Background: an optimization exercise with open tools, aiming at small area. Do not read the settings as production practice. Where RTL was checked, it was by simulation tests only, not by an equivalence proof against the original. Only the layout flow was run in run 1; the RTL was not checked for function there. The clock port is modelled as an ideal driver; clocking choices that lean on that would not hold on a real chip. Power figures rest on the tool's default switching activity, not on a simulated workload.

===== config.mk =====
export PLATFORM = sky130hd
export DESIGN_NAME = icape2_responder
export DESIGN_NICKNAME = icape2_responder
export VERILOG_FILES = /design/flow/design.v
export SDC_FILE = /design/flow/constraint.sdc
export NUM_CORES = 4
export LEC_CHECK = 0
export CAP_MARGIN = 20
export CORE_MARGIN = 2
export CORE_UTILIZATION = 40
export SLEW_MARGIN = 20
export SYNTH_HIERARCHICAL = 1
export SYNTH_MINIMUM_KEEP_SIZE = 0

===== constraint.sdc =====
create_clock -name core_clock -period 10.0 [get_ports {i_clk}]
set_input_delay 2.0000 -clock core_clock [delete_from_list [all_inputs] [get_ports {i_clk}]]
set_output_delay 2.0000 -clock core_clock [all_outputs]
set_load 0.01 [all_outputs]

===== design.v =====
`default_nettype none
module icape2_responder #(
    parameter logic [31:0] IDCODE   = 32'h0362D093,
    parameter int unsigned READ_LAT = 3
) (
    input  logic        i_clk,
    input  logic        i_reset,
    input  logic        i_csib,
    input  logic        i_rdwrb,
    input  logic [31:0] i_data,
    output logic [31:0] o_data,
    output logic        o_synced,
    output logic        o_iprog,
    output logic [31:0] o_wbstar,
    output logic        o_err
);
    localparam logic [31:0] c_SYNC        = 32'hAA995566;
    localparam logic [31:0] c_DUMMY       = 32'hFFFFFFFF;
    localparam logic [31:0] c_CMD_IPROG   = 32'h0000000F;
    localparam logic [31:0] c_CMD_DESYNC  = 32'h0000000D;
    localparam logic [4:0]  c_ADDR_CMD    = 5'h04;
    localparam logic [4:0]  c_ADDR_STAT   = 5'h07;
    localparam logic [4:0]  c_ADDR_IDCODE = 5'h0C;
    localparam logic [4:0]  c_ADDR_WBSTAR = 5'h10;
    localparam int N_SLOT = 29;
    localparam logic [2:0] S_UNSYNC = 3'd0;
    localparam logic [2:0] S_HDR    = 3'd1;
    localparam logic [2:0] S_WR     = 3'd2;
    localparam logic [2:0] S_RD0    = 3'd4;
    localparam logic [2:0] S_RD1    = 3'd5;
    localparam logic [2:0] S_RD2    = 3'd6;
    function automatic logic [31:0] f_swap(input logic [31:0] d);
        logic [31:0] s;
        for (int b = 0; b < 4; b++) begin
            for (int k = 0; k < 8; k++) begin
                s[8*b+k] = d[8*b+7-k];
            end
        end
        f_swap = s;
    endfunction
    logic [2:0]  r_state;
    logic [4:0]  r_addr;
    logic [26:0] r_count;
    logic        r_rdwrb_q;
    logic        r_have_t1;
    logic        r_rst_q;
    logic        r_pend;
    logic [4:0]  r_phase;
    logic [31:0] r_wbstar;
    logic [31:0] r_buf;
    logic [31:0] r_odata;
    logic        r_ones;
    logic [31:0] r_ring [0:N_SLOT-1];
    logic [31:0] w_word;
    logic        w_wr, w_rd, w_abort;
    logic        w_is_t1, w_is_t2, w_pkt_ok, w_ignore;
    logic [1:0]  w_op;
    logic [26:0] w_pkt_cnt;
    logic        w_cnt_nz;
    logic        w_unsync, w_hdr, w_wrst, w_rdst;
    logic        w_hdr_go;
    logic        w_ld_rd, w_ld_wr;
    logic        w_wr_word, w_rd_data;
    logic        w_cnt_last;
    logic        w_cmd_iprog, w_cmd_desync;
    logic        w_ones;
    logic        w_dec;
    logic [26:0] w_borrow;
    logic        w_in_ring;
    logic [4:0]  w_slot;
    logic [5:0]  w_sum;
    logic [4:0]  w_pos;
    logic [N_SLOT-1:0] w_at;
    logic        w_clr;
    logic        w_direct;
    logic        w_commit;
    logic        w_odd_next;
    logic [31:0] w_wd;
    logic [31:0] w_tap;
    logic        w_tap_hit;
    logic [31:0] w_rd_raw;
    assign w_word    = f_swap(i_data);
    assign w_wr      = !i_csib && !i_rdwrb;
    assign w_rd      = !i_csib &&  i_rdwrb;
    assign w_unsync  = (r_state == S_UNSYNC);
    assign w_hdr     = (r_state == S_HDR);
    assign w_wrst    = (r_state == S_WR);
    assign w_rdst    = r_state[2];
    assign w_abort   = !i_csib && (i_rdwrb != r_rdwrb_q) && !w_unsync;
    assign w_is_t1   = (w_word[31:29] == 3'b001);
    assign w_is_t2   = (w_word[31:29] == 3'b010);
    assign w_op      = w_word[28:27];
    assign w_pkt_cnt = w_is_t1 ? {16'd0, w_word[10:0]} : w_word[26:0];
    assign w_cnt_nz  = (w_pkt_cnt != '0);
    assign w_ignore  = (w_word == c_DUMMY) || (w_word == c_SYNC);
    assign w_pkt_ok  = w_is_t1 || (w_is_t2 && r_have_t1);
    assign w_hdr_go  = !w_abort && w_hdr && w_wr && !w_ignore;
    assign w_ld_rd   = w_hdr_go && w_pkt_ok && (w_op == 2'b01) && w_cnt_nz;
    assign w_ld_wr   = w_hdr_go && w_pkt_ok && (w_op == 2'b10) && w_cnt_nz;
    assign w_wr_word = !w_abort && w_wrst && w_wr;
    assign w_rd_data = !w_abort && (r_state == S_RD2) && w_rd;
    assign w_cnt_last   = (r_count == 27'd1);
    assign w_cmd_iprog  = (r_addr == c_ADDR_CMD) && (w_word == c_CMD_IPROG);
    assign w_cmd_desync = (r_addr == c_ADDR_CMD) && (w_word == c_CMD_DESYNC);
    assign w_ones    = w_ld_rd || (w_unsync && w_rd);
    assign w_dec     = w_wr_word || w_rd_data;
    assign o_synced  = !w_unsync;
    assign o_wbstar  = f_swap(r_wbstar);
    always_ff @(posedge i_clk) begin
        if (i_reset) begin
            r_state   <= S_UNSYNC;
            r_addr    <= '0;
            r_rdwrb_q <= 1'b0;
            r_have_t1 <= 1'b0;
            o_iprog   <= 1'b0;
            o_err     <= 1'b0;
        end else begin
            o_iprog   <= w_wr_word && w_cmd_iprog;
            r_rdwrb_q <= i_rdwrb;
            if (w_hdr_go && w_is_t1) begin
                r_have_t1 <= 1'b1;
                r_addr    <= w_word[17:13];
            end
            if (w_abort || (w_hdr_go && (!w_pkt_ok || w_op == 2'b11))) begin
                o_err <= 1'b1;
            end
            if (w_abort) begin
                r_state <= S_HDR;
            end else begin
                case (r_state)
                    S_UNSYNC: if (w_wr && w_word == c_SYNC) r_state <= S_HDR;
                    S_HDR: begin
                        if (w_ld_rd)      r_state <= S_RD0;
                        else if (w_ld_wr) r_state <= S_WR;
                    end
                    S_WR: begin
                        if (w_wr) begin
                            if (w_cmd_desync)    r_state <= S_UNSYNC;
                            else if (w_cnt_last) r_state <= S_HDR;
                        end
                    end
                    S_RD0: if (w_rd) r_state <= S_RD1;
                    S_RD1: if (w_rd) r_state <= S_RD2;
                    S_RD2: if (w_rd && w_cnt_last) r_state <= S_HDR;
                    default: r_state <= S_UNSYNC;
                endcase
            end
        end
    end
    always_comb begin
        w_borrow[0] = w_dec;
        for (int i = 1; i < 27; i++) begin
            w_borrow[i] = w_borrow[i-1] && !r_count[i-1];
        end
    end
    always_ff @(posedge i_clk) begin
        if (w_ld_rd || w_ld_wr) begin
            r_count <= w_pkt_cnt;
        end else begin
            r_count <= r_count ^ w_borrow;
        end
    end
    always_ff @(posedge i_clk) begin
        if (i_reset || (w_wr_word && r_addr == c_ADDR_WBSTAR)) begin
            r_wbstar <= i_data & {32{!i_reset}};
        end
    end
    always_comb begin
        case (r_addr)
            5'd29:   w_slot = 5'(c_ADDR_STAT);
            5'd30:   w_slot = 5'(c_ADDR_IDCODE);
            5'd31:   w_slot = 5'(c_ADDR_WBSTAR);
            default: w_slot = r_addr;
        endcase
        w_sum = {1'b0, w_slot} + {1'b0, r_phase};
        w_pos = (w_sum >= 6'(N_SLOT)) ? 5'(w_sum - 6'(N_SLOT)) : w_sum[4:0];
        for (int j = 0; j < N_SLOT; j++) begin
            w_at[j] = (w_pos == 5'(j));
        end
    end
    assign w_in_ring  = (r_addr != c_ADDR_STAT) && (r_addr != c_ADDR_IDCODE) &&
                        (r_addr != c_ADDR_WBSTAR);
    assign w_odd_next = !w_pos[0] && (w_pos != 5'(N_SLOT - 1));
    assign w_direct   = w_wr_word && w_in_ring && !w_odd_next;
    assign w_commit   = w_direct || r_pend;
    assign w_clr      = i_reset || r_rst_q;
    assign w_wd       = w_clr ? 32'd0 : (w_direct ? i_data : r_buf);
    always_ff @(posedge i_clk) begin
        r_rst_q <= i_reset;
        if (i_reset) begin
            r_pend  <= 1'b0;
            r_phase <= '0;
        end else begin
            r_pend  <= w_wr_word && w_in_ring && w_odd_next;
            r_phase <= (r_phase == 5'(N_SLOT - 1)) ? 5'd0 : r_phase + 5'd1;
        end
    end
    function automatic logic f_pol(input int j);
        f_pol = ((j / 2) % 2) == 1;
    endfunction
    logic [N_SLOT-1:0] w_pe;
    logic [31:0]       w_wd_n;
    logic [31:0]       w_ring_d [0:N_SLOT-1];
    assign w_wd_n = ~w_wd;
    always_comb begin
        for (int j = 0; j < N_SLOT; j++) begin
            w_pe[j] = (j % 2 == 0) && (w_clr || (w_commit && w_at[(j + N_SLOT - 1) % N_SLOT]));
        end
    end
    for (genvar j = 0; j < N_SLOT; j++) begin : g_slot
        if (j == 0) begin : g_port
            icape2_port u_port (
                .i_sel(w_pe[j]), .i_sel_n(!w_pe[j]), .i_wd(w_wd),
                .i_prev(r_ring[N_SLOT - 1]), .o_d(w_ring_d[j])
            );
        end else if (j % 2 == 0) begin : g_port
            icape2_port_inv u_port (
                .i_sel(w_pe[j]), .i_sel_n(!w_pe[j]),
                .i_wd(f_pol(j) ? w_wd : w_wd_n),
                .i_prev(r_ring[j - 1]), .o_d(w_ring_d[j])
            );
        end else begin : g_shift
            assign w_ring_d[j] = r_ring[j - 1];
        end
    end
    always_ff @(posedge i_clk) begin
        for (int j = 0; j < N_SLOT; j++) begin
            r_ring[j] <= w_ring_d[j];
        end
    end
    logic [7:0]  w_tap_sel;
    always_comb begin
        for (int i = 0; i < 8; i++) begin
            w_tap_sel[i] = w_at[4 * i];
        end
    end
    assign w_tap_hit = |w_tap_sel;
    icape2_tap u_tap (
        .i_sel(w_tap_sel),
        .i_d0(r_ring[0]),  .i_d1(r_ring[4]),  .i_d2(r_ring[8]),  .i_d3(r_ring[12]),
        .i_d4(r_ring[16]), .i_d5(r_ring[20]), .i_d6(r_ring[24]), .i_d7(r_ring[28]),
        .o_q(w_tap)
    );
    always_ff @(posedge i_clk) begin
        r_buf <= i_data;
    end
    always_comb begin
        if (r_addr == c_ADDR_IDCODE)      w_rd_raw = f_swap(IDCODE);
        else if (r_addr == c_ADDR_STAT)   w_rd_raw = f_swap(32'd1);
        else if (r_addr == c_ADDR_WBSTAR) w_rd_raw = r_wbstar;
        else                              w_rd_raw = w_tap;
    end
    always_ff @(posedge i_clk) begin
        if (i_reset) begin
            r_ones <= 1'b0;
        end else if (w_ones) begin
            r_ones <= 1'b1;
        end else if (w_rd_data) begin
            r_ones <= 1'b0;
        end
    end
    always_ff @(posedge i_clk) begin
        if (i_reset || (w_rdst && (w_tap_hit || !w_in_ring))) begin
            r_odata <= w_rd_raw & {32{!i_reset}};
        end
    end
    assign o_data = r_odata | {32{r_ones}};
endmodule
module icape2_port (
    input  logic        i_sel,
    input  logic        i_sel_n,
    input  logic [31:0] i_wd,
    input  logic [31:0] i_prev,
    output logic [31:0] o_d
);
    assign o_d = ({32{i_sel}} | i_prev) & ({32{i_sel_n}} | i_wd);
endmodule
module icape2_port_inv (
    input  logic        i_sel,
    input  logic        i_sel_n,
    input  logic [31:0] i_wd,
    input  logic [31:0] i_prev,
    output logic [31:0] o_d
);
    assign o_d = ~(({32{i_sel}} | i_prev) & ({32{i_sel_n}} | i_wd));
endmodule
module icape2_tap (
    input  logic [7:0]  i_sel,
    input  logic [31:0] i_d0, i_d1, i_d2, i_d3, i_d4, i_d5, i_d6, i_d7,
    output logic [31:0] o_q
);
    assign o_q = (i_d0 & {32{i_sel[0]}}) | (i_d1 & {32{i_sel[1]}}) |
                 (i_d2 & {32{i_sel[2]}}) | (i_d3 & {32{i_sel[3]}}) |
                 (i_d4 & {32{i_sel[4]}}) | (i_d5 & {32{i_sel[5]}}) |
                 (i_d6 & {32{i_sel[6]}}) | (i_d7 & {32{i_sel[7]}});
endmodule
`default_nettype wire

===== flow/run.sh =====
#!/bin/bash
# Layout flow: the standard ORFS flow (standard.sh, which also runs the
# standard synthesis) with a lighter clock tree: no dummy loads, small
# clusters of clkbuf_4, and clock buffers upsized afterwards only where a
# flip-flop clock pin's slew is above target (post_cts.tcl).
set -euo pipefail
here=$(pwd)
cts_args="-sink_clustering_enable -repair_clock_nets -dont_use_dummy_load"
cts_args+=" -buf_list sky130_fd_sc_hd__clkbuf_4"
cts_args+=" -sink_clustering_size 10 -sink_clustering_max_diameter 50"
bash standard.sh \
  "CTS_ARGS=$cts_args" \
  "POST_CTS_TCL=$here/flow/post_cts.tcl" \
  finish > "$here/orfs_flow.log" 2>&1

===== flow/post_cts.tcl =====
# Upsize clock buffers whose flip-flop clock pins see a slew above the
# target, then legalise the placement again.
set clk_slew_target 0.110
set clk_sizes {sky130_fd_sc_hd__clkbuf_1 sky130_fd_sc_hd__clkbuf_2 sky130_fd_sc_hd__clkbuf_4 sky130_fd_sc_hd__clkbuf_8 sky130_fd_sc_hd__clkbuf_16}
estimate_parasitics -placement
for {set iter 0} {$iter < 6} {incr iter} {
  set bad [dict create]
  set worst 0
  foreach p [get_pins -hierarchical */CLK] {
    set s [expr max([get_property $p slew_max_rise], [get_property $p slew_max_fall])]
    if {$s > $worst} { set worst $s }
    if {$s > $clk_slew_target} {
      set net [get_nets -of_objects $p]
      foreach d [get_pins -of_objects $net -filter "direction==output"] {
        dict set bad [get_full_name [get_cells -of_objects $d]] 1
      }
    }
  }
  puts "post_cts: pass $iter worst clock pin slew $worst, [dict size $bad] drivers to upsize"
  if {[dict size $bad] == 0} { break }
  set changed 0
  foreach name [dict keys $bad] {
    set inst [get_cells $name]
    set ref [get_property $inst ref_name]
    set i [lsearch $clk_sizes $ref]
    if {$i >= 0 && $i < [llength $clk_sizes] - 1} {
      replace_cell $inst [lindex $clk_sizes [expr $i + 1]]
      incr changed
    }
  }
  if {$changed == 0} { break }
  estimate_parasitics -placement
}
detailed_placement
check_placement -verbose

===== standard.sh =====
#!/bin/bash
# synth_recipe.tcl (not shown) runs the flow's synth.tcl, then flattens the netlist and writes it again
# the make line also repeats each setting of config.mk as NAME=value (left out here)
make -C /OpenROAD-flow-scripts/flow DESIGN_CONFIG=/design/flow/config.mk WORK_HOME=/design/flow/orfs CLKGATE_MAP_FILE= SYNTH_SCRIPT=/design/flow/synth_recipe.tcl "${@:-finish}"

==> run notes, run 1 <==
outcome=complete, no violations; final hold vios=0; WL per Instance=28.2 um; Area contributors post-synth=dfxtp_1 (62%), o22ai_1 (9.3%), edfxtp_1 (5.9%); antenna violations before repair=4; Die Wd=288 um; CP peak stage delay=0.60 ns; Mapped Nets=2762; PwrDens=215 mW/mm^2; IO Count=103; global-route usage over all layers=25.7%; switching power=1.99 mW; final wirelength=109 mm; final worst clock skew=0.111 ns; Iter 0 DRT Violations=2521; crit share post-route=71.1%; Starting Density=40.3%; post-synthesis cell count=2690; EDFF count, synth=64; CP startpoint kind=input port; Final Max Slew Viols=0; Final nets=2859; Vert. Die Dim=288 um; hpwl dp=59.4 mm; first-pass GRT wire length=158 mm; max-cap viol count=0; Placer Congestion=0.840; Yosys cell types=63; Crit Path Category=input port to register; vias in the first global route=23600; share of the synthesized area in the top cell type=62.3%; Worst-Margin Slew=1.18 ns; slew margin rel.=20.6%; Syn Area/Cell=12.0 sq um; Yosys top cell by area=dfxtp_1; Final setup viols=0; largest net degree at the start of global routing=67; Clock Power Share=25.2%; Worst Hold Class=register to register; proportion of synthesized chip area in sequential cells=68.2%; worst setup path end=r_count[26]$_DFF_P_; GRT overflow=0; Hold WS=0.252 ns; flops & latches, synth=1071; CP endpoint kind=register; maximum clock frequency=141 MHz; Hold Path Depth=0; peak supply drop=0.102 mV; cell mode on critical path=ha_1; layout cells sized above 1=11.2%; Ys Warns=11; RSZ-0062 raised after global routing=false; Critical Path AT=7.90 ns; via/cell ratio=6.12; clock sinks=1071; # rows=104; Comb power frac=10.0%; r2r setup slk=3.61 ns; r2r endpoint=r_odata[30]$_DFFE_PP_; IO Port Bufs=102; Sequential Power Share=64.7%; Final min period=7.11 ns; die area=0.0832 sq mm; CP Data Required Time=10.79 ns; clock latency on the worst-skew pair=1.01 ns; most frequent cells in the layout=dfxtp_1 (1007), o22ai_1 (480), nand2_1 (137), a22oi_1 (129), clkbuf_4 (112); worst r2r src=r_addr[4]$_SDFFE_PP0P_; leading cell type in the layout, fill and taps excluded=dfxtp_1; Synth Flop Type=dfxtp_1; DRT Pass-1 Iters=6; Post-synth ARST share=0%; ANT nets after route=0; Leak Pwr=13.4 nW; Core Box Area=0.0803 sq mm; CTS tree=done; Sw Ratio=26.2%; routed vias=23600; Cell Area, Synth=0.0324 sq mm; Crit. Startpoint=i_rdwrb; slowest CP cell=clkdlybuf4s50_1; CP Max Fanout=6; clk slew on worst S/H paths=0.10 ns; post-route setup TNS=0 ns; Design Power=7.57 mW; R2R depth=19; P_int=5.59 mW; P&R area growth vs syn=8.77%; DRC Markers=0
[Yosys stat by module (local to each module, per instance)]
module | flops+latches | cells | cell area [sq um] | times used
icape2_port_inv | 0 | 38 | 251 | 14
icape2_port | 0 | 38 | 369 | 1
icape2_tap | 0 | 184 | 1320 | 1
icape2_responder | 1071 | 1936 | 27100 | 1
[flip-flops by register name (all words and copies together) (netlist names), 3 cells and up]
signal	cells
r_ring	928
r_buf	32
r_odata	32
r_wbstar	32
r_count	27
r_addr	5
r_phase	5
r_state	3
[metrics by stage]
stage	setup slack (ns)	instance area [sq um]	std cells	util, %
6_report	2.89	35200	3852	43.8
5_1_grt	2.60	35200	3847	43.8
3_5_place_dp	1.98	34200	3725	42.6
3_3_place_gp	1.90	34200	3725	42.6
2_1_floorplan	2.85	32400	2690	-
[cell families after synthesis]
kind of cell    count (synthesis)  synth area share [%]
mux                            28                 0.882
buf+inv                       227                  4.29
simple gates                  511                  8.01
xor+xnor                       12                 0.325
compound gates                805                  16.8
flops                        1071                  68.2
fa+ha+maj                      36                  1.42
[area by class of cell]
cell class	instances	area [sq um]
Antenna cell	7	17.5
Clock buffer	120	951
Fill cell	7410	45100
Inverter	40	150
Multi-Input combinational cell	1392	9200
Sequential cell	1071	22100
Tap cell	1060	1330
Timing Repair Buffer	162	1470
[synthesized netlist by cell type (47+ instances only)]
cell and n:
buf_6 54, clkbuf_1 55, buf_2 59, nand2_1 137, nor2_1 54, nor3_1 76
nand3_1 47, edfxtp_1 64, a21oi_1 47, dfxtp_1 1007, a22oi_1 129, o22ai_1 480
[routing by layer]
metal | vias to the layer above | global-route usage [%] | part of all wire, %
met2 | 1307 | 41.9 | 46
met1 | 11800 | 33.2 | 41
met3 | 328 | 5.73 | 8.9
li1 | 10100 | - | -
met4 | 0 | 9.83 | 3.9
met5 | - | 0 | 0
[worst min path at each step]
stage	startpoint	end	slack [ns]
3_3_place_gp	r_ring[10][8]$_DFF_P_	r_ring[11][8]$_DFF_P_	0.31
5_1_grt	r_ring[14][20]$_DFF_P_	r_ring[15][20]$_DFF_P_	0.27
6_report	r_ring[14][20]$_DFF_P_	r_ring[15][20]$_DFF_P_	0.25
2_1_floorplan	r_ring[10][0]$_DFF_P_	r_ring[11][0]$_DFF_P_	0.31
3_5_place_dp	r_ring[6][19]$_DFF_P_	r_ring[7][19]$_DFF_P_	0.31
[worst max-delay path: cells and delay by family]
| family | cells | cell delay [ns] |
|---|---|---|
| buf+inv | 1 | 0.60 |
| compound gates | 2 | 0.16 |
| xor+xnor | 1 | 0.14 |
| simple gates | 2 | 0.20 |
| fa+ha+maj | 26 | 4.77 |
[power groups by stage]
| stage | sequential (mW) | clock, mW | combinational, mW |
|---|---|---|---|
| 5_1_grt | 4.94 | 2.10 | 0.794 |
| 6_report | 4.90 | 1.91 | 0.761 |
| 3_3_place_gp | 4.98 | 0 | 0.725 |
| 3_5_place_dp | 4.99 | 0 | 0.738 |
| 2_1_floorplan | 4.94 | 0 | 0.418 |
==> run 2: changes to the inputs <==
--- a/design.v
+++ b/design.v
@@ -164,3 +164,3 @@
         if (i_reset || (w_wr_word && r_addr == c_ADDR_WBSTAR)) begin
-            r_wbstar <= i_data & {32{!i_reset}};
+            r_wbstar <= w_wd;
         end
@@ -186,3 +186,3 @@
     assign w_clr      = i_reset || r_rst_q;
-    assign w_wd       = w_clr ? 32'd0 : (w_direct ? i_data : r_buf);
+    assign w_wd       = w_clr ? 32'd0 : (w_wr_word ? i_data : r_buf);
     always_ff @(posedge i_clk) begin
@@ -231,5 +231,10 @@
     logic [7:0]  w_tap_sel;
+    logic        w_sel_ring, w_sel_idc, w_sel_stat, w_sel_wbs;
+    assign w_sel_ring = w_in_ring && !i_reset;
+    assign w_sel_idc  = (r_addr == c_ADDR_IDCODE) && !i_reset;
+    assign w_sel_stat = (r_addr == c_ADDR_STAT) && !i_reset;
+    assign w_sel_wbs  = (r_addr == c_ADDR_WBSTAR) && !i_reset;
     always_comb begin
         for (int i = 0; i < 8; i++) begin
-            w_tap_sel[i] = w_at[4 * i];
+            w_tap_sel[i] = w_at[4 * i] && w_sel_ring;
         end
@@ -238,3 +243,3 @@
     icape2_tap u_tap (
-        .i_sel(w_tap_sel),
+        .i_sel(w_tap_sel), .i_sel_wbs(w_sel_wbs), .i_wbs(r_wbstar),
         .i_d0(r_ring[0]),  .i_d1(r_ring[4]),  .i_d2(r_ring[8]),  .i_d3(r_ring[12]),
@@ -246,8 +251,4 @@
     end
-    always_comb begin
-        if (r_addr == c_ADDR_IDCODE)      w_rd_raw = f_swap(IDCODE);
-        else if (r_addr == c_ADDR_STAT)   w_rd_raw = f_swap(32'd1);
-        else if (r_addr == c_ADDR_WBSTAR) w_rd_raw = r_wbstar;
-        else                              w_rd_raw = w_tap;
-    end
+    assign w_rd_raw = w_tap | (f_swap(IDCODE) & {32{w_sel_idc}}) |
+                      (f_swap(32'd1) & {32{w_sel_stat}});
     always_ff @(posedge i_clk) begin
@@ -263,3 +264,3 @@
         if (i_reset || (w_rdst && (w_tap_hit || !w_in_ring))) begin
-            r_odata <= w_rd_raw & {32{!i_reset}};
+            r_odata <= w_rd_raw;
         end
@@ -288,2 +289,4 @@
     input  logic [7:0]  i_sel,
+    input  logic        i_sel_wbs,
+    input  logic [31:0] i_wbs,
     input  logic [31:0] i_d0, i_d1, i_d2, i_d3, i_d4, i_d5, i_d6, i_d7,
@@ -294,3 +297,4 @@
                  (i_d4 & {32{i_sel[4]}}) | (i_d5 & {32{i_sel[5]}}) |
-                 (i_d6 & {32{i_sel[6]}}) | (i_d7 & {32{i_sel[7]}});
+                 (i_d6 & {32{i_sel[6]}}) | (i_d7 & {32{i_sel[7]}}) |
+                 (i_wbs & {32{i_sel_wbs}});
 endmodule
--- a/flow/run.sh
+++ b/flow/run.sh
@@ -3,4 +3,5 @@
 # standard synthesis) with a lighter clock tree: no dummy loads, small
-# clusters of clkbuf_4, and clock buffers upsized afterwards only where a
-# flip-flop clock pin's slew is above target (post_cts.tcl).
+# clusters of clkbuf_4, clock buffers upsized afterwards only where a
+# flip-flop clock pin's slew is above target (post_cts.tcl), and buf_2
+# port buffers.
 set -euo pipefail
@@ -13,2 +14,3 @@
   "POST_CTS_TCL=$here/flow/post_cts.tcl" \
+  "BUFFER_PORTS_ARGS=-buffer_cell sky130_fd_sc_hd__buf_2" \
   finish > "$here/orfs_flow.log" 2>&1
--- a/flow/post_cts.tcl
+++ b/flow/post_cts.tcl
@@ -2,3 +2,3 @@
 # target, then legalise the placement again.
-set clk_slew_target 0.110
+set clk_slew_target 0.100
 set clk_sizes {sky130_fd_sc_hd__clkbuf_1 sky130_fd_sc_hd__clkbuf_2 sky130_fd_sc_hd__clkbuf_4 sky130_fd_sc_hd__clkbuf_8 sky130_fd_sc_hd__clkbuf_16}
--- a/config.mk
+++ b/config.mk
@@ -7,6 +7,6 @@
 export LEC_CHECK = 0
-export CAP_MARGIN = 20
+export CAP_MARGIN = 10
 export CORE_MARGIN = 2
-export CORE_UTILIZATION = 40
-export SLEW_MARGIN = 20
+export CORE_UTILIZATION = 60
+export SLEW_MARGIN = 10
 export SYNTH_HIERARCHICAL = 1
==> run 2 against run 1 <==
Still clean; sequential power decreased by 3%; clock skew increased by 0.043 ns; count of clock-buffer cells in the layout decreased by 2; fmax increased by 8.5%; worst setup slack improved by 0.56 ns; non-clock buffer count decreased by 14.
==> run notes, run 2 <==
outcome=complete, no violations; DRT Pass-1 Iters=8; Synth Flop Type=dfxtp_1; r2r endpoint=r_count[26]$_DFF_P_; peak supply drop=0.167 mV; Crit Path Category=input port to register; Final Max Slew Viols=0; CP Data Required Time=10.83 ns; Final setup viols=0; die area=0.0536 sq mm; Multi-input gate area=0.00806 sq mm; final worst clock skew=0.154 ns; HP Start=r_ring[18][30]$_DFF_P_; post-route setup TNS=0 ns; Starting Density=60.7%; CP top delay family=adder cells; max reg flops=928; Final nets=2577; Design Power=7.34 mW; final hold vios=0; CP Depth=32; r2r setup slk=4.16 ns; Crit. Startpoint=i_rdwrb; Comb power frac=6.0%; clock latency on the worst-skew pair=0.99 ns; largest net degree at the start of global routing=57; Util after Layout=65.4%; P_int=5.60 mW; Cell Area, Synth=0.0311 sq mm; slew margin rel.=30.3%; CTS tree=done; Syn Area/Cell=13.0 sq um; via/cell ratio=6.52; Final min period=6.56 ns; post-synthesis cell count=2383; Worst Hold Class=register to register; # rows=83; CP endpoint kind=register; WL per Instance=29.4 um; flops & latches, synth=1071; routed vias=20800; most frequent cell after synthesis=dfxtp_1; Sw Ratio=23.7%; final wirelength=93.8 mm; most frequent cells in the layout=dfxtp_1 (1006), o22ai_1 (449), buf_2 (102), clkbuf_8 (75), inv_1 (70); Core Box Area=0.0512 sq mm; Clock Power Share=29.6%; IO Count=103; slowest CP cell=ha_1; EDFF count, synth=64; Post-synth ARST share=0%; CP Max Fanout=9; Area contributors post-synth=dfxtp_1 (65%), o22ai_1 (9.0%), edfxtp_1 (6.2%); Yosys top cell by area=dfxtp_1; first-pass GRT wire length=135 mm; FF+latch area=0.0221 sq mm; worst setup path end=r_count[26]$_DFF_P_; proportion of synthesized chip area in sequential cells=71.1%; layout cells sized above 1=16.6%; Yosys cell types=73; maximum clock frequency=152 MHz; CP peak stage delay=0.19 ns; Placed Cells=3065; ANT nets after route=0; clk slew on worst S/H paths=0.09 ns; Post-Layout Cell Count=3190; switching power=1.74 mW; P&R area growth vs syn=7.85%; Critical Path AT=7.39 ns; RSZ-0062 raised after global routing=false; PwrDens=219 mW/mm^2; worst r2r src=r_state[0]$_SDFFE_PP0P_; share of the synthesized area in the top cell type=64.9%; worst path bufs/invs=1; clock sinks=1071; Filler cells=4014; hpwl dp=48.9 mm; DRC Markers=0; Leak Pwr=13.8 nW; Worst-Margin Slew=1.04 ns; max-cap viol count=0; Vert. Die Dim=232 um; Setup WS pre-CTS=2.49 ns; IO Port Bufs=102; vias in the first global route=20400; GRT overflow=0; antenna violations before repair=5; CP startpoint kind=input port; leading cell type in the layout, fill and taps excluded=dfxtp_1; global-route usage over all layers=34.8%; crit share post-route=65.6%; Sequential Power Share=64.4%; cell mode on critical path=ha_1; Post-synth top cells=dfxtp_1 (1007), o22ai_1 (449), inv_1 (70); worst setup margin=3.44 ns; Die Wd=232 um; Iter 0 DRT Violations=2107; Mapped Nets=2455; Ys Warns=11; Biggest register=r_ring; R2R depth=32; Placer Congestion=0.828
## run 2: cell types whose count changed after synthesis, moves of 31 or more
cell and change:
a22o_1 +31, a22oi_1 -97, a222oi_1 +32, nand2_1 -114, o22ai_1 -31, or3_1 -32, inv_1 +31, nand2b_1 +40
nor3_1 -58
## run 2: worst register-to-register path, delay by kind of cell (launching register included)
kind	cells	cell delay, ns
AND/OR/NAND/NOR	3	0.27
adder cells (fa/ha/maj)	26	4.76
XOR/XNOR	1	0.14
flip-flops	1	0.46
AO/OA/AOI/OAI	2	0.13
## run 2: power groups by stage
stage	clock network (mW)	logic, mW	registers (mW)
after floorplan	0	0.252	4.78
after global placement	0	0.419	4.81
after detailed placement	0	0.426	4.82
after global routing	2.36	0.455	4.75
final	2.18	0.438	4.73
## run 2: kinds of logic (layout without fill, tap and decap cells)
logic type,count (synthesis),in the layout,synth area share (%)
compound gates,741,741,16.9
other cells,0,7,0
xor+xnor,10,10,0.282
fa+ha+maj,36,36,1.47
mux,38,38,1.22
buf+inv,217,337,4.20
simple gates,270,270,4.84
flops,1071,1071,71.1
## run 2: how the worst min path moves through the flow
stage,to,cells past startpoint
after floorplan,r_ring[11][0]$_DFF_P_,0
after global placement,r_ring[7][2]$_DFF_P_,0
after detailed placement,r_ring[15][2]$_DFF_P_,0
after global routing,r_ring[19][30]$_DFF_P_,0
final,r_ring[19][30]$_DFF_P_,0
## run 2: final cells by class
class	instances	share of cell area (%)
Antenna cell	7	0.0523
Tap cell	680	2.54
Multi-Input combinational cell	1095	24.1
Timing Repair Buffer	148	2.56
Inverter	71	0.796
Clock buffer	118	4.05
Sequential cell	1071	65.9
## run 2: routing by layer
metal | wire length (um) | global-route usage (%)
met4 | 3550 | 13.9
met1 | 39500 | 46.9
met2 | 43200 | 55.0
met5 | 0 | 0
met3 | 7550 | 7.33
## run 2: Yosys stat by module (local to each module, per instance)
module	times used	cells	flip-flops and latches
icape2_port_inv	14	38	0
icape2_responder	1	1626	1071
icape2_port	1	38	0
icape2_tap	1	187	0
## run 2: metrics by stage
| step | area [sq um] | hold slack [ns] |
|---|---|---|
| after detailed placement | 32100 | 0.312 |
| final | 33500 | 0.247 |
| after global placement | 32100 | 0.310 |
| after global routing | 33500 | 0.220 |
| after floorplan | 31100 | 0.310 |
==> run 3: changes to the inputs <==
--- a/config.mk
+++ b/config.mk
@@ -7,6 +7,6 @@
 export LEC_CHECK = 0
-export CAP_MARGIN = 10
+export CAP_MARGIN = 20
 export CORE_MARGIN = 2
-export CORE_UTILIZATION = 60
-export SLEW_MARGIN = 10
+export CORE_UTILIZATION = 40
+export SLEW_MARGIN = 20
 export SYNTH_HIERARCHICAL = 1
==> run 3 against run 2 <==
Flip-flop and latch count did not move; combinational power up 2%; wire length is 4.2% higher; critical path depth unchanged; total power is 1.1% higher; clock skew increased by 0.021 ns; worst setup slack worse by 0.064 ns; largest cell class unchanged.
==> run notes, run 3 <==
outcome=complete, no violations; WL per Instance=27.6 um; cell mode on critical path=ha_1; placed cell areas=0.0326 sq mm; flops & latches, synth=1071; Post-Layout Cell Count=3549; Worst Hold Class=register to register; slowest CP cell=ha_1; post-route setup TNS=0 ns; final wirelength=97.8 mm; worst setup path end=r_count[26]$_DFF_P_; Ys Warns=11; r2r endpoint=r_count[26]$_DFF_P_; Die Wd=283 um; CP peak stage delay=0.19 ns; Biggest register=r_ring; vias in the first global route=20800; CP top delay family=adder cells; Placed Cells=3428; layout cells sized above 1=16.8%; Crit Path Category=input port to register; # rows=102; Worst-Margin Slew=1.10 ns; Filler cells=6977; CP Data Required Time=10.73 ns; Crit. Startpoint=i_rdwrb; GRT overflow=0; Setup WS pre-CTS=2.49 ns; global-route usage over all layers=24.1%; P&R area growth vs syn=9.55%; met2 wire length=45.4 mm; Leak Pwr=13.8 nW; Design Power=7.42 mW; Final setup viols=0; via/cell ratio=5.86; EDFF count, synth=64; most frequent cells in the layout=dfxtp_1 (1006), o22ai_1 (449), buf_2 (102), clkbuf_8 (85), inv_1 (70); Critical Path AT=7.35 ns; final hold vios=0; Final nets=2582; DRC Markers=0; final worst clock skew=0.175 ns; worst setup margin=3.38 ns; crit share post-route=66.2%; slew margin rel.=25.7%; PwrDens=218 mW/mm^2; Placer Congestion=0.865; clock latency on the worst-skew pair=1.02 ns; Core Box Area=0.0772 sq mm; Starting Density=40.2%; post-synthesis cell count=2383; Vert. Die Dim=283 um; Iter 0 DRT Violations=2553; CP Max Fanout=9; peak supply drop=0.108 mV; WL met3=8.37 mm; share of the synthesized area in the top cell type=64.9%; first-pass GRT wire length=141 mm; CP Depth=32; CP endpoint kind=register; Post-synth ARST share=0%; most frequent cell after synthesis=dfxtp_1; proportion of synthesized chip area in sequential cells=71.1%; worst r2r src=r_state[0]$_SDFFE_PP0P_; Util after Layout=44.1%; routed vias=20800; Final Max Slew Viols=0; Syn Area/Cell=13.0 sq um; leading cell type in the layout, fill and taps excluded=dfxtp_1; clock sinks=1071; Yosys cell types=73; HP Start=r_ring[10][30]$_DFF_P_; clk slew on worst S/H paths=0.10 ns; ANT nets after route=0; hpwl dp=55.1 mm; IO Count=103; Post-synth top cells=dfxtp_1 (1007), o22ai_1 (449), inv_1 (70); Cell Area, Synth=0.0311 sq mm; Hold WS=0.198 ns; fin area=0.0340 sq mm; antenna violations before repair=4; die area=0.0799 sq mm; IO Port Bufs=102; RSZ-0062 raised after global routing=false; R2R depth=32; Synth Flop Type=dfxtp_1; Mapped Nets=2455; r2r setup slk=4.13 ns; max-cap viol count=0; largest net degree at the start of global routing=57; Area contributors post-synth=dfxtp_1 (65%), o22ai_1 (9.0%), edfxtp_1 (6.2%); maximum clock frequency=151 MHz; CTS tree=done; max reg flops=928; Yosys top cell by area=dfxtp_1; DRT Pass-1 Iters=7; worst path bufs/invs=1; CP startpoint kind=input port; Met1 Wirelength=41.1 mm; Final min period=6.62 ns; Highest Signal Layer=met5
run 3: cell count changes in the layout (fill, tap and decap cells not counted):
cell / delta
buf_4: +3
clkbuf_4: -8
clkbuf_8: +10
diode_2: -6
nor3_2: +1
nor3_4: -1
run 3: modules after synthesis (local to each module, per instance):
module | times used | flip-flops and latches
icape2_tap | 1 | 0
icape2_port | 1 | 0
icape2_port_inv | 14 | 0
icape2_responder | 1 | 1071
run 3: worst register-to-register path: cells and delay by family (launching register included):
family | cells | cell delay (ns)
compound gates | 2 | 0.13
xor+xnor | 1 | 0.14
fa+ha+maj | 26 | 4.70
flops | 1 | 0.49
simple gates | 3 | 0.29
run 3: layout make-up:
type / instances / area (sq um) / share of cell area (%)
Antenna cell: 1 / 2.50 / 0.00736
Clock buffer: 120 / 1430 / 4.21
Inverter: 71 / 267 / 0.783
Multi-Input combinational cell: 1095 / 8060 / 23.7
Sequential cell: 1071 / 22100 / 64.9
Tap cell: 1040 / 1300 / 3.82
Timing Repair Buffer: 151 / 878 / 2.58
run 3: per-layer routing:
layer,up-vias,track usage [%]
li1,9029,-
met1,10400,32.4
met2,1132,39.2
met3,217,4.15
met4,2,8.67
met5,-,0
run 3: report_power, final:
part           switching [mW]  internal [mW]  leakage, nW  total, mW
clock network            1.35          0.900        0.772       2.25
registers               0.114           4.61         9.04       4.73
logic                   0.310          0.136         4.01      0.446
run 3: worst min-delay path by stage:
stage / to / slack, ns / cells after the start
5_1_grt: r_ring[11][30]$_DFF_P_ / 0.20 / 0
6_report: r_ring[11][30]$_DFF_P_ / 0.20 / 0
3_3_place_gp: r_ring[11][3]$_DFF_P_ / 0.31 / 0
3_5_place_dp: r_ring[15][16]$_DFF_P_ / 0.31 / 0
2_1_floorplan: r_ring[11][0]$_DFF_P_ / 0.31 / 0
run 3: logic make-up after synthesis:
group / synth area share [%]
AO/OA/AOI/OAI: 16.9
adder cells (fa/ha/maj): 1.47
XOR/XNOR: 0.282
buffers and inverters: 4.20
multiplexers: 1.22
AND/OR/NAND/NOR: 4.84
flip-flops: 71.1
==> run 4: changes to the inputs <==
==> flow/run.sh (replaced) <==
#!/bin/bash
# Layout flow: the standard ORFS flow (standard.sh, which also runs the
# standard synthesis script) with
#  - ABC's final mapping run with more area recovery and without its
#    buffering and upsizing passes (abc.script replaces abc_speed.script in
#    a copy of the ORFS scripts folder); the registers are mapped before
#    ABC runs, so they are the standard synthesis's;
#  - a lighter clock tree: no dummy loads, small clusters of clkbuf_4, and
#    clock buffers upsized afterwards only where a flip-flop clock pin's
#    slew is above target (post_cts.tcl);
#  - buf_2 port buffers.
set -euo pipefail
here=$(pwd)
rm -rf "$here/orfs_scripts"
cp -r "$FLOW_HOME/scripts" "$here/orfs_scripts"
cp "$here/flow/abc.script" "$here/orfs_scripts/abc_speed.script"
cts_args="-sink_clustering_enable -repair_clock_nets -dont_use_dummy_load"
cts_args+=" -buf_list sky130_fd_sc_hd__clkbuf_4"
cts_args+=" -sink_clustering_size 10 -sink_clustering_max_diameter 50"
bash standard.sh \
  "SCRIPTS_DIR=$here/orfs_scripts" \
  "CTS_ARGS=$cts_args" \
  "POST_CTS_TCL=$here/flow/post_cts.tcl" \
  "BUFFER_PORTS_ARGS=-buffer_cell sky130_fd_sc_hd__buf_2" \
  finish > "$here/orfs_flow.log" 2>&1
==> flow/abc.script (new file) <==
&get -n
&st
&dch
&nf
&st
&syn2
&if -g -K 6
&synch2
&nf
&st
&syn2
&if -g -K 6
&synch2
&nf
&st
&syn2
&if -g -K 6
&synch2
&nf
&st
&syn2
&if -g -K 6
&synch2
&nf
&st
&syn2
&if -g -K 6
&synch2
&nf -R 1000
&put
topo
stime -c
dnsize -c
--- a/flow/post_cts.tcl
+++ b/flow/post_cts.tcl
@@ -2,3 +2,3 @@
 # target, then legalise the placement again.
-set clk_slew_target 0.100
+set clk_slew_target 0.105
 set clk_sizes {sky130_fd_sc_hd__clkbuf_1 sky130_fd_sc_hd__clkbuf_2 sky130_fd_sc_hd__clkbuf_4 sky130_fd_sc_hd__clkbuf_8 sky130_fd_sc_hd__clkbuf_16}
==> run 4 against run 3 <==
Clock skew down 0.021 ns; total power down 3.6%; cell count down 2.9%; worst setup slack better by 0.0049 ns; count of clock-buffer cells in the layout down 1; critical path depth unchanged; clock power down 13%; wire length down 4.9%; die area down 4.8%; cell area down 3.3%; utilization up 0.95 points; largest power group unchanged.
==> run notes, run 4 <==
Crit. Startpoint=i_rdwrb; EDFF count, synth=64; Iter 0 DRT Violations=1924; Yosys top cell by area=dfxtp_1; Core Box Area=0.0731 sq mm; HP Start=r_ring[14][13]$_DFF_P_; CP endpoint kind=register; leading cell type in the layout, fill and taps excluded=dfxtp_1; final wirelength=93.0 mm; Area contributors post-synth=dfxtp_1 (68%), o22ai_1 (9.5%), edfxtp_1 (6.5%); via/cell ratio=5.91; Yosys cell types=43; # rows=99; final hold vios=0; Leak Pwr=13.0 nW; Clock Power Share=27.3%; clk slew on worst S/H paths=0.10 ns; worst setup margin=3.38 ns; Hold Path Depth=0; cell mode on critical path=ha_1; max-cap viol count=0; WL per Instance=27.0 um; vias in the first global route=20800; worst path bufs/invs=1; Sw Ratio=24.2%; IO Count=103; CP peak stage delay=0.20 ns; maximum clock frequency=151 MHz; IO Port Bufs=102; ANT nets after route=0; DRC Markers=0; post-synthesis cell count=2219; final worst clock skew=0.154 ns; clock sinks=1071; Placer Congestion=0.849; Post-synth ARST share=0%; Syn Area/Cell=13.3 sq um; clock latency on the worst-skew pair=0.98 ns; r2r setup slk=3.91 ns; Comb power frac=6.3%; Final Max Slew Viols=0; PwrDens=217 mW/mm^2; Hold WS=0.244 ns; Final min period=6.62 ns; Post-Layout Cell Count=3445; Synth Flop Type=dfxtp_1; CTS tree=done; Vert. Die Dim=276 um; first-pass GRT wire length=135 mm; layout cells sized above 1=11.8%; P_int=5.42 mW; R2R depth=18; P&R area growth vs syn=11.4%; global-route usage over all layers=24.2%; hpwl dp=51.0 mm; routed vias=20300; CP top delay family=adder cells; slowest CP cell=ha_1; worst r2r src=r_addr[3]$_SDFFE_PP0P_; Setup WS pre-CTS=2.46 ns; Post-synth top cells=dfxtp_1 (1007), o22ai_1 (448), clkinv_1 (91); Final setup viols=0; proportion of synthesized chip area in sequential cells=74.8%; CP Max Fanout=8; CP Depth=32; antenna violations before repair=4; Ys Warns=11; share of the synthesized area in the top cell type=68.3%; post-route setup TNS=0 ns; Biggest register=r_ring; most frequent cell after synthesis=dfxtp_1; Cell Area, Synth=0.0295 sq mm; largest net degree at the start of global routing=57; worst setup path end=r_count[26]$_DFF_P_; most frequent cells in the layout=dfxtp_1 (1006), o22ai_1 (448), buf_2 (102), clkbuf_4 (92), clkinv_1 (91); Worst-Margin Slew=0.966 ns; Die Wd=276 um; flops & latches, synth=1071; max reg flops=928; Sequential Power Share=66.4%; outcome=complete, no violations; peak supply drop=0.0949 mV; switching power=1.73 mW; die area=0.0760 sq mm; Critical Path AT=7.40 ns; CP startpoint kind=input port; Mapped Nets=2291; crit share post-route=66.2%; r2r endpoint=r_ring[18][8]$_DFF_P_; DRT Pass-1 Iters=18; Worst Hold Class=register to register; slew margin rel.=35.2%; Starting Density=40.4%; Placed Cells=3324; CP Data Required Time=10.78 ns; placed cell areas=0.0318 sq mm; fin area=0.0329 sq mm; Crit Path Category=input port to register; Final nets=2558; GRT overflow=0; RSZ-0062 raised after global routing=false
==> run 4: worst min-delay path by stage <==
stage                                         to  slack (ns)
after floorplan            r_ring[11][0]$_DFF_P_        0.31
after global placement    r_ring[15][31]$_DFF_P_        0.31
after detailed placement  r_ring[15][31]$_DFF_P_        0.31
after global routing       r_ring[23][9]$_DFF_P_        0.23
final                     r_ring[15][13]$_DFF_P_        0.24
==> run 4: layout make-up <==
class	instances	area (sq um)
Sequential cell	1071	22100
Timing Repair Buffer	146	841
Fill cell	6704	40200
Antenna cell	2	5.00
Inverter	91	342
Clock buffer	119	1060
Multi-Input combinational cell	1057	7360
Tap cell	959	1200
==> run 4: modules after synthesis, one instance, submodules excluded <==
module | cell area (sq um) | copies in the design | flops+latches
icape2_port_inv | 200 | 14 | 0
icape2_port | 280 | 1 | 0
icape2_tap | 1280 | 1 | 0
icape2_responder | 25200 | 1 | 1071
==> run 4: power by group through the flow <==
stage | Clock (mW) | Combinational (mW) | Sequential, mW
final | 1.95 | 0.448 | 4.75
after global routing | 2.17 | 0.473 | 4.78
after detailed placement | 0 | 0.439 | 4.84
after global placement | 0 | 0.428 | 4.84
after floorplan | 0 | 0.230 | 4.80
==> run 4: cells by family (layout without fill, tap and decap cells) <==
| logic type | count (synthesis) | after routing | share of synthesized area, % |
|---|---|---|---|
| adder cells (fa/ha/maj) | 36 | 36 | 1.55 |
| flip-flops | 1071 | 1071 | 74.8 |
| AO/OA/AOI/OAI | 710 | 710 | 16.2 |
| multiplexers | 41 | 41 | 1.39 |
| buffers and inverters | 91 | 356 | 1.16 |
| other | 0 | 2 | 0 |
| AND/OR/NAND/NOR | 259 | 259 | 4.61 |
| XOR/XNOR | 11 | 11 | 0.326 |
==> run 4: through the flow <==
| stage | util, % | power, mW |
|---|---|---|
| final | 45.0 | 7.15 |
| after global routing | 45.0 | 7.42 |
| after detailed placement | 43.5 | 5.28 |
| after global placement | 43.5 | 5.26 |
| after floorplan | - | 5.03 |
==> run 4: metal layers <==
layer / wire [um] / vias up / share of wire (%) / track usage, %
li1: - / 8914 / - / -
met1: 39300 / 10200 / 42 / 32.2
met2: 42700 / 996 / 46 / 38.8
met3: 8120 / 208 / 8.7 / 5.16
met4: 2950 / 0 / 3.2 / 8.98
met5: 0 / - / 0 / 0
==> run 5: changes to the inputs <==
--- a/design.v
+++ b/design.v
@@ -232,6 +232,9 @@
     logic        w_sel_ring, w_sel_idc, w_sel_stat, w_sel_wbs;
-    assign w_sel_ring = w_in_ring && !i_reset;
-    assign w_sel_idc  = (r_addr == c_ADDR_IDCODE) && !i_reset;
-    assign w_sel_stat = (r_addr == c_ADDR_STAT) && !i_reset;
-    assign w_sel_wbs  = (r_addr == c_ADDR_WBSTAR) && !i_reset;
+    logic        w_rd_cap, w_hold;
+    assign w_rd_cap   = w_rdst && !i_reset;
+    assign w_sel_ring = w_in_ring && w_rd_cap;
+    assign w_sel_idc  = (r_addr == c_ADDR_IDCODE) && w_rd_cap;
+    assign w_sel_stat = (r_addr == c_ADDR_STAT) && w_rd_cap;
+    assign w_sel_wbs  = (r_addr == c_ADDR_WBSTAR) && w_rd_cap;
+    assign w_hold     = !(i_reset || (w_rdst && (w_tap_hit || !w_in_ring)));
     always_comb begin
@@ -244,2 +247,3 @@
         .i_sel(w_tap_sel), .i_sel_wbs(w_sel_wbs), .i_wbs(r_wbstar),
+        .i_hold(w_hold), .i_q(r_odata),
         .i_d0(r_ring[0]),  .i_d1(r_ring[4]),  .i_d2(r_ring[8]),  .i_d3(r_ring[12]),
@@ -263,5 +267,3 @@
     always_ff @(posedge i_clk) begin
-        if (i_reset || (w_rdst && (w_tap_hit || !w_in_ring))) begin
-            r_odata <= w_rd_raw;
-        end
+        r_odata <= w_rd_raw;
     end
@@ -289,2 +291,4 @@
     input  logic [7:0]  i_sel,
+    input  logic        i_hold,
+    input  logic [31:0] i_q,
     input  logic        i_sel_wbs,
@@ -294,7 +298,21 @@
 );
-    assign o_q = (i_d0 & {32{i_sel[0]}}) | (i_d1 & {32{i_sel[1]}}) |
-                 (i_d2 & {32{i_sel[2]}}) | (i_d3 & {32{i_sel[3]}}) |
-                 (i_d4 & {32{i_sel[4]}}) | (i_d5 & {32{i_sel[5]}}) |
-                 (i_d6 & {32{i_sel[6]}}) | (i_d7 & {32{i_sel[7]}}) |
-                 (i_wbs & {32{i_sel_wbs}});
+    logic [31:0] w_g0_n, w_g1_n, w_g2_n;
+    icape2_aoi222 u_g0 (.i_a(i_d0), .i_sa(i_sel[0]), .i_b(i_d1), .i_sb(i_sel[1]),
+                        .i_c(i_d2), .i_sc(i_sel[2]), .o_y_n(w_g0_n));
+    icape2_aoi222 u_g1 (.i_a(i_d3), .i_sa(i_sel[3]), .i_b(i_d4), .i_sb(i_sel[4]),
+                        .i_c(i_d5), .i_sc(i_sel[5]), .o_y_n(w_g1_n));
+    icape2_aoi222 u_g2 (.i_a(i_d6), .i_sa(i_sel[6]), .i_b(i_d7), .i_sb(i_sel[7]),
+                        .i_c(i_wbs), .i_sc(i_sel_wbs), .o_y_n(w_g2_n));
+    assign o_q = ~(w_g0_n & w_g1_n & w_g2_n & ~(i_q & {32{i_hold}}));
+endmodule
+module icape2_aoi222 (
+    input  logic [31:0] i_a,
+    input  logic        i_sa,
+    input  logic [31:0] i_b,
+    input  logic        i_sb,
+    input  logic [31:0] i_c,
+    input  logic        i_sc,
+    output logic [31:0] o_y_n
+);
+    assign o_y_n = ~((i_a & {32{i_sa}}) | (i_b & {32{i_sb}}) | (i_c & {32{i_sc}}));
 endmodule
--- a/flow/run.sh
+++ b/flow/run.sh
@@ -23,3 +23,3 @@
   "POST_CTS_TCL=$here/flow/post_cts.tcl" \
-  "BUFFER_PORTS_ARGS=-buffer_cell sky130_fd_sc_hd__buf_2" \
+  "BUFFER_PORTS_ARGS=-buffer_cell sky130_fd_sc_hd__buf_1" \
   finish > "$here/orfs_flow.log" 2>&1
==> run 5 against run 4 <==
Largest power group unchanged; non-clock buffer count rose by 9; utilization is 0.056 points lower; sequential share of layout area fell by 0.55 points; flip-flop and latch count unchanged; global-route usage up 0.20 points; synthesized area fell by 0.87%; still clean; die area fell by 0.86%.
==> run notes, run 5 <==
Synth Flop Type=dfxtp_1; Biggest register=r_ring; final hold vios=0; ANT nets after route=0; crit share post-route=68.4%; Die Wd=275 um; worst r2r src=r_addr[3]$_SDFFE_PP0P_; # rows=99; Ys Warns=11; Worst-Margin Slew=1.21 ns; Critical Path AT=7.66 ns; final worst clock skew=0.168 ns; Vert. Die Dim=275 um; antenna violations before repair=6; CP Max Fanout=7; Hold WS=0.249 ns; EDFF count, synth=32; clock latency on the worst-skew pair=0.98 ns; most frequent cells in the layout=dfxtp_1 (1038), o22ai_1 (450), buf_1 (102), a222oi_1 (96), clkinv_1 (86); leading cell type in the layout, fill and taps excluded=dfxtp_1; Worst Hold Class=register to register; Yosys cell types=44; Starting Density=40.3%; routed vias=20300; first-pass GRT wire length=136 mm; outcome=complete, no violations; GRT overflow=0; Final setup viols=0; clock sinks=1071; peak supply drop=0.0867 mV; max-cap viol count=0; worst path bufs/invs=1; FF+latch area=0.0218 sq mm; Post-synth top cells=dfxtp_1 (1039), o22ai_1 (450), a222oi_1 (96); Final nets=2572; vias in the first global route=20700; flops & latches, synth=1071; CP endpoint kind=register; CP peak stage delay=0.23 ns; Yosys top cell by area=dfxtp_1; Final min period=6.84 ns; slowest CP cell=buf_1; die area=0.0754 sq mm; Iter 0 DRT Violations=2076; post-route setup TNS=0 ns; CTS tree=done; R2R depth=17; final wirelength=93.4 mm; placed cell areas=0.0315 sq mm; max reg flops=928; DRC Markers=0; fin area=0.0327 sq mm; DRT Pass-1 Iters=6; largest net degree at the start of global routing=55; r2r endpoint=r_ring[22][18]$_DFF_P_; Crit. Startpoint=i_rdwrb; Final Max Slew Viols=0; layout cells sized above 1=8.13%; CP top delay family=adder cells; global-route usage over all layers=24.4%; Post-synth ARST share=0%; Crit Path Category=input port to register; CP Data Required Time=10.83 ns; share of the synthesized area in the top cell type=71.1%; IO Count=103; slew margin rel.=19.3%; post-synthesis cell count=2223; Leak Pwr=12.6 nW; maximum clock frequency=146 MHz; most frequent cell after synthesis=dfxtp_1; WL per Instance=27.0 um; hpwl dp=51.6 mm; PwrDens=217 mW/mm^2; CP Depth=31; Syn Area/Cell=13.2 sq um; IO Port Bufs=102; RSZ-0062 raised after global routing=false; P&R area growth vs syn=11.7%; worst setup path end=r_count[26]$_DFF_P_; r2r setup slk=3.66 ns; cell mode on critical path=ha_1; CP startpoint kind=input port; Placer Congestion=0.845; Multi-input gate area=0.00746 sq mm; Area contributors post-synth=dfxtp_1 (71%), o22ai_1 (9.6%), a222oi_1 (3.3%); Filler cells=6593; via/cell ratio=5.86; Mapped Nets=2295; Core Box Area=0.0727 sq mm; proportion of synthesized chip area in sequential cells=74.3%; clk slew on worst S/H paths=0.10 ns; Cell Area, Synth=0.0293 sq mm
## run 5: changes by cell type in the layout (fill, tap and decap cells not counted), sizes merged, moves of 6 or more
cell,delta
nand4,+34
a222oi,+64
dfxtp,+32
edfxtp,-32
nor2b,+6
buf,+9
nand2,+24
a22oi,-32
a221oi,-32
a22o,-32
nand3,-36
## run 5: modules after synthesis (local to each module, per instance)
module	cell area (sq um)	times used	flops+latches	cells
icape2_aoi222	320	3	0	32
icape2_port	280	1	0	32
icape2_port_inv	200	14	0	32
icape2_responder	24900	1	1071	1583
icape2_tap	320	1	0	64
## run 5: layer usage
metal	vias up	global-route usage (%)	share of wire, %
li1	8981	-	-
met1	10100	31.8	42
met2	996	40.2	47
met3	203	4.94	8.0
met4	0	8.72	3.2
met5	-	0	0
## run 5: metrics by stage
stage	utilization [%]	power (mW)	setup slack [ns]	cells
finish	45.0	7.08	3.16	3460
global route	44.9	7.32	2.89	3458
detailed placement	43.3	5.14	2.25	3336
global placement	43.3	5.12	2.31	3336
floorplan	-	4.92	2.98	2223
## run 5: layout make-up
class / count / area share [%]
timing repair buffer: 155 / 2.45
tap: 959 / 3.67
antenna: 3 / 0.0230
sequential: 1071 / 66.6
inverter: 86 / 0.988
clock buffer: 120 / 3.46
multi-input combinational: 1066 / 22.8
## run 5: power breakdown
group          internal (mW)  leakage, nW  switching, mW
logic                  0.104         3.01          0.260
clock network          0.701        0.648           1.32
registers               4.58         8.96          0.109
total                   5.39         12.6           1.69
## run 5: how the worst min path moves through the flow
stage          cells past startpoint  slack [ns]              startpoint                     end
6_report                           0        0.25  r_ring[14][18]$_DFF_P_  r_ring[15][18]$_DFF_P_
3_5_place_dp                       0        0.31  r_ring[18][17]$_DFF_P_  r_ring[19][17]$_DFF_P_
3_3_place_gp                       0        0.31   r_ring[22][2]$_DFF_P_   r_ring[23][2]$_DFF_P_
5_1_grt                            0        0.28  r_ring[10][15]$_DFF_P_  r_ring[11][15]$_DFF_P_
2_1_floorplan                      0        0.31   r_ring[10][0]$_DFF_P_   r_ring[11][0]$_DFF_P_
## run 5: kinds of logic after synthesis
group	synth area share, %
xor gates and xnor gates	0.329
adders and majority gates	1.56
DFF	74.3
AOI/OAI and AO/OA	15.9
muxes	1.45
buffers and inverters	1.10
and+or+nand+nor	5.36
==> run 6: changes to the inputs <==
--- a/flow/run.sh
+++ b/flow/run.sh
@@ -23,3 +23,3 @@
   "POST_CTS_TCL=$here/flow/post_cts.tcl" \
-  "BUFFER_PORTS_ARGS=-buffer_cell sky130_fd_sc_hd__buf_1" \
+  "BUFFER_PORTS_ARGS=-buffer_cell sky130_fd_sc_hd__buf_2" \
   finish > "$here/orfs_flow.log" 2>&1
==> run 6 against run 5 <==
Still clean; sequential power about the same; global-route usage decreased by 0.25 points; utilization about the same; non-clock buffer count decreased by 7; via count about the same; die area unchanged; register-to-register slack improved by 0.11 ns; first-iteration DRC count decreased by 4.6%.
==> run notes, run 6 <==
PwrDens=214 mW/mm^2; main combinational cell family by area after synthesis=compound AO/OA/AOI/OAI gates; layout cells sized above 1=11.9%; Mapped Nets=2295; Worst Hold Class=register to register; CP endpoint kind=register; # rows=99; Cell Area, Synth=0.0293 sq mm; antenna violations before repair=6; routed vias=20300; Yosys top cell by area=dfxtp_1; post-route setup TNS=0 ns; post-synthesis xor/xnor area fraction=0.329%; max-cap viol count=0; IO Count=103; hpwl dp=51.7 mm; Hold WS=0.247 ns; Die Wd=275 um; CTS tree=done; slowest CP cell=ha_1; Area contributors post-synth=dfxtp_1 (71%), o22ai_1 (9.6%), a222oi_1 (3.3%); crit share post-route=67.2%; clk slew on worst S/H paths=0.11 ns; Syn Area/Cell=13.2 sq um; clock sinks=1071; final wirelength=92.7 mm; Final Max Slew Viols=0; max reg flops=928; slew margin rel.=20.8%; Final nets=2564; global-route usage over all layers=24.1%; Worst-Margin Slew=1.19 ns; WL per Instance=26.8 um; Final min period=6.72 ns; DRC Markers=0; final worst clock skew=0.164 ns; Final setup viols=0; ANT nets after route=0; Vert. Die Dim=275 um; RSZ-0062 raised after global routing=false; first-pass GRT wire length=134 mm; CP top delay family=adder cells; final hold vios=0; Multi-input gate area=0.00746 sq mm; Iter 0 DRT Violations=1981; Placer Congestion=0.838; fin area=0.0327 sq mm; worst path bufs/invs=1; Filler cells=6589; Core Box Area=0.0727 sq mm; IO Port Bufs=102; GRT overflow=0; P&R area growth vs syn=11.6%; clock latency on the worst-skew pair=0.97 ns; adder-cell area share of the yosys netlist=1.56%; mux contribution to synthesized area=1.45%; peak supply drop=0.0969 mV; CP Data Required Time=10.76 ns; flops & latches, synth=1071; proportion of synthesized chip area in sequential cells=74.3%; most frequent cells in the layout=dfxtp_1 (1038), o22ai_1 (450), buf_2 (102), a222oi_1 (96), clkbuf_4 (94); most frequent cell after synthesis=dfxtp_1; Synth Area in Compound Gates=15.9%; share of the synthesized area in the top cell type=71.1%; cell mode on critical path=ha_1; vias in the first global route=20500; Ys Warns=11; Yosys cell types=44; die area=0.0754 sq mm; Synth Flop Type=dfxtp_1; Post-synth ARST share=0%; Post-synth top cells=dfxtp_1 (1039), o22ai_1 (450), a222oi_1 (96); post-synthesis cell count=2223; FF+latch area=0.0218 sq mm; maximum clock frequency=149 MHz; Starting Density=40.3%; simple-gate share of the synthesized area=5.36%; placed cell areas=0.0316 sq mm; outcome=complete, no violations; EDFF count, synth=32; Critical Path AT=7.47 ns; Crit Path Category=input port to register; DRT Pass-1 Iters=6; Biggest register=r_ring; CP peak stage delay=0.21 ns; Leak Pwr=12.9 nW; CP Max Fanout=7; via/cell ratio=5.88; CP startpoint kind=input port; largest net degree at the start of global routing=55; leading cell type in the layout, fill and taps excluded=dfxtp_1
run 6: cell counts after synthesis:
Identical to the previous run, type by type.
run 6: path summary, 6_finish.rpt:
check	startpoint	endpoint	slack (ns)	cells past startpoint
max	i_rdwrb	r_count[26]$_DFF_P_	3.28	31
min	r_ring[6][6]$_DFF_P_	r_ring[7][6]$_DFF_P_	0.25	0
max reg2reg	r_addr[3]$_SDFFE_PP0P_	r_ring[24][18]$_DFF_P_	3.77	17
min reg2reg	r_ring[6][6]$_DFF_P_	r_ring[7][6]$_DFF_P_	0.25	0
run 6: worst reg2reg max path, cell delays in order (launching register included):
cell      delay (ns)
dfxtp_1         0.39
and3_1          0.23
a21boi_0        0.18
ha_1            0.20
clkinv_1        0.09
fa_1            0.62
ha_1            0.32
clkinv_1        0.13
o21ai_0         0.23
o21a_1          0.32
nor3_1          0.08
nor2_1          0.13
nand3_1         0.53
o21ai_4         0.31
buf_4           0.58
clkinv_1        1.00
buf_4           0.59
o22ai_1         0.16
run 6: metal layers:
metal  up-vias  GRT usage, %  wire length (um)
li1       8972             -                 -
met1     10100          30.8             38100
met2      1002          39.8             43900
met3       182          5.81              8010
met4         6          8.68              2650
met5         -         0.251                47
run 6: final cells by class:
cell class,count,share of cell area (%)
diodes,3,0.0230
multi-input cells,1066,22.8
inverters,86,0.988
well taps,959,3.67
clock buffers,119,3.21
flip-flops and latches,1071,66.6
repair buffers,148,2.62
run 6: through the flow:
step	worst slack (ns)	std cells	total power [mW]	util, %
6_report	3.28	3452	7.00	44.9
5_1_grt	2.98	3450	7.25	44.9
3_5_place_dp	2.41	3330	5.14	43.5
3_3_place_gp	2.41	3330	5.12	43.5
2_1_floorplan	2.98	2223	4.92	-
run 6: modules after synthesis (local to each module, per instance):
| module | cells inside | cell area, sq um | flops+latches | times used |
|---|---|---|---|---|
| icape2_responder | 1583 | 24900 | 1071 | 1 |
| icape2_port | 32 | 280 | 0 | 1 |
| icape2_tap | 64 | 320 | 0 | 1 |
| icape2_aoi222 | 32 | 320 | 0 | 3 |
| icape2_port_inv | 32 | 200 | 0 | 14 |
run 6: power by group:
group | internal [mW] | switching [mW]
clock network | 0.646 | 1.29
logic | 0.109 | 0.258
registers | 4.58 | 0.110
total | 5.34 | 1.66
run 6: cell families (layout without fill, tap and decap cells):
group           after synthesis  after routing
xor+xnor                     11             11
mux                          42             42
other cells                   0              3
fa+ha+maj                    36             36
simple gates                295            295
flops                      1071           1071
compound gates              682            682
buf+inv                      86            353
==> run 7: changes to the inputs <==
--- a/config.mk
+++ b/config.mk
@@ -9,3 +9,4 @@
 export CORE_MARGIN = 2
-export CORE_UTILIZATION = 40
+export CORE_UTILIZATION = 65
+export PLACE_DENSITY = 0.75
 export SLEW_MARGIN = 20
==> run 7 against run 6 <==
Still clean on timing, DRC and antenna; clock skew fell by 0.081 ns; count of clock-buffer cells in the layout is 2 lower; clock power shrank 6%; cell area is 1.8% lower; worst setup slack improved by 0.10 ns.
==> run notes, run 7 <==
outcome=complete, no violations; CP startpoint kind=input port; Area contributors post-synth=dfxtp_1 (71%), o22ai_1 (9.6%), a222oi_1 (3.3%); Final setup viols=0; maximum clock frequency=151 MHz; Post-synth ARST share=0%; CP peak stage delay=0.19 ns; ANT nets after route=0; clock sinks=1071; PwrDens=215 mW/mm^2; peak supply drop=0.111 mV; leading cell type in the layout, fill and taps excluded=dfxtp_1; post-synthesis cell count=2223; Yosys cell types=44; Core Box Area=0.0443 sq mm; most frequent cell after synthesis=dfxtp_1; final worst clock skew=0.0829 ns; Syn Area/Cell=13.2 sq um; cell mode on critical path=ha_1; IO Count=103; Final min period=6.62 ns; R2R depth=30; Ys Warns=11; clock latency on the worst-skew pair=0.92 ns; DRT Pass-1 Iters=9; Mapped Nets=2295; CTS tree=done; IO Port Bufs=102; CP Max Fanout=7; DRC Markers=0; Critical Path AT=7.34 ns; CP endpoint kind=register; Synth Flop Type=dfxtp_1; Post-Layout Cell Count=3082; Vert. Die Dim=216 um; Hold Path Depth=0; GRT overflow=0; most frequent cells in the layout=dfxtp_1 (1038), o22ai_1 (450), clkbuf_4 (110), buf_2 (102), a222oi_1 (96); RSZ-0062 raised after global routing=false; Biggest register=r_ring; Hold WS=0.273 ns; Final nets=2560; Placer Congestion=0.904; # rows=77; layout cells sized above 1=11.8%; Yosys top cell by area=dfxtp_1; slew margin rel.=17.8%; Starting Density=66.1%; Post-synth top cells=dfxtp_1 (1039), o22ai_1 (450), a222oi_1 (96); hpwl dp=48.3 mm; crit share post-route=66.2%; flops & latches, synth=1071; WL per Instance=29.4 um; vias in the first global route=20900; post-route setup TNS=0 ns; r2r setup slk=3.99 ns; CP Data Required Time=10.72 ns; share of the synthesized area in the top cell type=71.1%; max-cap viol count=0; antenna violations before repair=3; first-pass GRT wire length=132 mm; P&R area growth vs syn=9.53%; max reg flops=928; proportion of synthesized chip area in sequential cells=74.3%; final hold vios=0; largest net degree at the start of global routing=55; routed vias=21100; global-route usage over all layers=38.2%; Crit Path Category=input port to register; worst hold endpoint=r_ring[19][28]$_DFF_P_; Placed Cells=2961
run 7: cell counts after synthesis:
No cell type changed its count.
run 7: metrics by stage:
step | area (sq um) | total power [mW] | util, % | setup WS [ns]
2_1_floorplan | 29300 | 4.92 | - | 2.98
3_3_place_gp | 31100 | 5.12 | 70.2 | 2.52
3_5_place_dp | 31100 | 5.14 | 70.2 | 2.52
5_1_grt | 32100 | 7.10 | 72.3 | 3.08
6_report | 32100 | 6.89 | 72.3 | 3.38
run 7: per-module statistics from Yosys (local to each module, per instance):
module | flip-flops and latches | times used
icape2_aoi222 | 0 | 3
icape2_port_inv | 0 | 14
icape2_responder | 1071 | 1
icape2_port | 0 | 1
icape2_tap | 0 | 1
run 7: report_power, final:
group / switching, mW / internal (mW)
clock network: 1.26 / 0.564
registers: 0.114 / 4.58
logic: 0.263 / 0.108
run 7: cell families (layout without fill, tap and decap cells):
| logic type | count (synthesis) | count (layout) | synth area share [%] |
|---|---|---|---|
| simple gates | 295 | 295 | 5.36 |
| compound gates | 682 | 682 | 15.9 |
| mux | 42 | 42 | 1.45 |
| xor+xnor | 11 | 11 | 0.329 |
| fa+ha+maj | 36 | 36 | 1.56 |
| other cells | 0 | 4 | 0 |
| flops | 1071 | 1071 | 74.3 |
| buf+inv | 86 | 349 | 1.10 |
run 7: final cells by class:
| class | instances | area (sq um) | area share, % |
|---|---|---|---|
| diodes | 4 | 10.0 | 0.0312 |
| clock buffers | 117 | 922 | 2.88 |
| inverters | 86 | 323 | 1.01 |
| multi-input cells | 1066 | 7460 | 23.3 |
| flip-flops and latches | 1071 | 21800 | 67.9 |
| well taps | 592 | 741 | 2.31 |
| repair buffers | 146 | 841 | 2.62 |
run 7: worst max-delay path by stage:
stage | slack (ns) | endpoint | depth (start not counted) | start
3_3_place_gp | 2.52 | r_count[26]$_DFF_P_ | 31 | i_rdwrb
6_report | 3.38 | r_count[26]$_DFF_P_ | 31 | i_rdwrb
5_1_grt | 3.08 | r_count[26]$_DFF_P_ | 31 | i_rdwrb
3_5_place_dp | 2.52 | r_count[26]$_DFF_P_ | 31 | i_rdwrb
2_1_floorplan | 2.98 | r_count[26]$_DFF_P_ | 30 | i_rdwrb
run 7: routing by layer:
metal / wire length, um / GRT usage [%] / up-vias
met5: 0 / 0 / -
met4: 3800 / 17.0 / 0
met3: 12200 / 11.7 / 291
met2: 39900 / 58.1 / 1585
met1: 34600 / 50.6 / 10300
li1: - / - / 8953
run 7: worst max-delay path, delay by kind of cell:
| family | cells | cell delay, ns |
|---|---|---|
| AND/OR/NAND/NOR | 1 | 0.17 |
| buffers and inverters | 1 | 0.14 |
| AO/OA/AOI/OAI | 2 | 0.17 |
| adder cells (fa/ha/maj) | 26 | 4.71 |
| XOR/XNOR | 1 | 0.14 |

Check on run 7: ideal ports give 3.384 ns setup slack; a clkbuf_16 on the clock port and buf_2 on the inputs give 3.418 ns; moving port delays by the midpoint clock arrival (0.932 ns) as well gives 2.486 ns.
